Background: an optimization exercise with open tools, aiming at small area, a short achievable clock period and few clock cycles per item. Do not read the settings as production practice. Function was checked by simulation only, so behaviour that the tests miss may differ from the original. No activity file was given, so power comes from the tool's default toggle rates. The clock port is modelled as an ideal driver; clocking choices that lean on that would not hold on a real chip.

P:
==> flow/design.v (excerpt) <==
module mining_job_tag_result_matcher_core #(
  parameter int JOB_SLOTS = 128
) (
  input  logic                              clk,
  input  logic                              rst,
  input  logic                              in_valid,
  output logic                              in_ready,
  input  logic                              action,
  input  logic [31:0]                       job_version,
  input  logic                              nonce_resp,
  input  logic [31:0]                       frame_word,
  input  logic [7:0]                        frame_addr_byte,
  input  logic [7:0]                        frame_tag_byte,
  input  logic [15:0]                       frame_version,
  output logic                              out_valid,
  input  logic                              out_ready,
  output logic [mjtm_pkg::STATUS_W-1:0]     status,
  output logic [mjtm_pkg::TAG_W-1:0]        tag,
  output logic [mjtm_pkg::CHIP_W-1:0]       chip_index,
  output logic [mjtm_pkg::KIND_W-1:0]       register_kind,
  output logic [31:0]                       data_word,
  output logic [31:0]                       full_version,
  input  logic                              psel,
  input  logic                              penable,
  input  logic                              pwrite,
  input  logic [mjtm_pkg::PADDR_W-1:0]      paddr,
  input  logic [31:0]                       pwdata,
  output logic [31:0]                       prdata,
  output logic                              pready
);
  ...
Size in the first run: about 2400 cells after synthesis, roughly 810 flip-flops, roughly 260 I/O pins, about 0.033 sq mm of cells after synthesis.
Settings: LEC_CHECK=0, ABC_CLOCK_PERIOD_IN_PS=2000, CAP_MARGIN=20, CORE_MARGIN=2, CORE_UTILIZATION=65, CTS_CLUSTER_DIAMETER=100, CTS_CLUSTER_SIZE=30, SETUP_SLACK_MARGIN=1.95, SLEW_MARGIN=20, TNS_END_PERCENT=20; clock period 4.0 ns.
standard.sh (not shown) runs the stock make flow with config.mk's settings and CLKGATE_MAP_FILE= SYNTH_SCRIPT=/design/flow/synth_recipe.tcl, a recipe that flattens the netlist after the stock synthesis.
==> flow/flow/run.sh <==
#!/bin/bash
# Standard synthesis, then the standard layout with port buffers of
# sky130_fd_sc_hd__buf_2 and no dummy loads in the clock tree.
set -euo pipefail
bash standard.sh synth > synth.log 2>&1
bash standard.sh \
  "BUFFER_PORTS_ARGS=-buffer_cell sky130_fd_sc_hd__buf_2" \
  "CTS_ARGS=-sink_clustering_enable -repair_clock_nets -dont_use_dummy_load -sink_clustering_size 30 -sink_clustering_max_diameter 100" \
  finish > layout.log 2>&1
Testbench counts of P, summed over its fixed seeds: cycles 3,224, items 3,200.
Inputs modified between P and Q:
--- a/flow/design.v
+++ b/flow/design.v
@@ -880,33 +880,35 @@
     for (int m = 1; m < 16; m++) begin
       a_loge[m] = ge4(a_dvd[3:0], mval[m][3:0], 1'b1);
     end
   end
   logic        s1_issue;
   logic        s1_nonce;
   logic        s1_reg;
   logic        s1_hit;
   logic [15:0] s1_sel;        
+  logic [15:0] s1_sel_n;      
   logic        s1_k8x;
   logic [2:0]  s1_kraw;       
   logic [31:0] s1_word;       
   logic [15:0] s1_fver;
   logic [3:0]  s1_qh;
   logic [3:0]  s1_rh;
   logic [15:1] s1_loge;
   always_ff @(posedge clk) begin
     if (adv) begin
       s1_issue <= a_issue;
       s1_nonce <= a_nonce;
       s1_reg   <= a_reg;
       s1_hit   <= a_hit;
       for (int i = 0; i < 16; i++) begin
         s1_sel[i]   <= (a_issue || a_nonce) && (a_tag == 4'(i));
+        s1_sel_n[i] <= !((a_issue || a_nonce) && (a_tag == 4'(i)));
       end
       s1_k8x   <= a_k8x;
       s1_kraw  <= frame_tag_byte[2:0];
       s1_word  <= action ? frame_word : job_version;
       s1_fver  <= frame_version;
       s1_qh    <= a_qh;
       s1_rh    <= a_rh;
       s1_loge  <= a_loge;
     end
@@ -969,19 +971,20 @@
     end
   end
   logic [31:0] version_mem [16];
   logic [31:0] s2_rd;
   logic [3:0]  s2_tag;
   always_comb begin
     s2_rd  = '0;
     s2_tag = '0;
     for (int i = 0; i < 16; i++) begin
-      s2_rd  = s2_rd | ({32{s2_sel[i]}} & version_mem[i]);
+      s2_rd[15:0]  = s2_rd[15:0] | ({16{s2_sel[i]}} & version_mem[i][15:0]);
+      s2_rd[31:16] = s2_rd[31:16] | ({16{!s1_sel_n[i]}} & version_mem[i][31:16]);
       s2_tag = s2_tag | ({4{s2_sel[i]}} & 4'(i));
     end
   end
   always_ff @(posedge clk) begin
     for (int i = 0; i < 16; i++) begin
       if (v1 && s2_issue && s2_sel[i]) begin
         version_mem[i] <= s2_word;
       end
     end
Results
Q was carried through to the last stage, and its layout satisfied the timing, DRC and antenna checks.
Post-detailed-routing wire length sits higher in Q than in P.
Cell area (Q over P): increase, about 3%
Taking P as the reference, in Q top achievable clock speed increased by about 8% relative to the old numbers, final-layout clock buffer total roughly the same, final cell count +about 2.7%.
Switching power of the nets: Q > P
Testbench counts of Q, summed over its fixed seeds: cycles 3,224, items 3,200.

==> what the ideal ports hide <==
How much do the figures lean on ideal ports? The routed layouts below were timed once more, with nothing changed but the port constraints.
Step 1 (the two cells are an assumption about what drives the block):
set clk [get_ports {clk}]
set_driving_cell -lib_cell sky130_fd_sc_hd__clkbuf_16 $clk
set_driving_cell -lib_cell sky130_fd_sc_hd__buf_2 [delete_from_list [all_inputs] $clk]
Step 2 also shifts input and output timing later by t, the mid clock arrival at the registers, as if the neighbouring blocks saw the same clock.
a / b / c = no drivers / after step 1 / after step 2; a / b = the first two.
run | t (ns) | setup WS [ns] | worst setup path after step 2
P | 0.683 | 1.634 / 1.634 / 1.176 | input to register
Q | 0.697 | 1.811 / 1.811 / 1.232 | input to register
After both steps every run listed still meets setup and hold. For Q, which loses most, drivers alone change the setup slack by 0.000 ns; drivers and shift together by -0.579 ns.
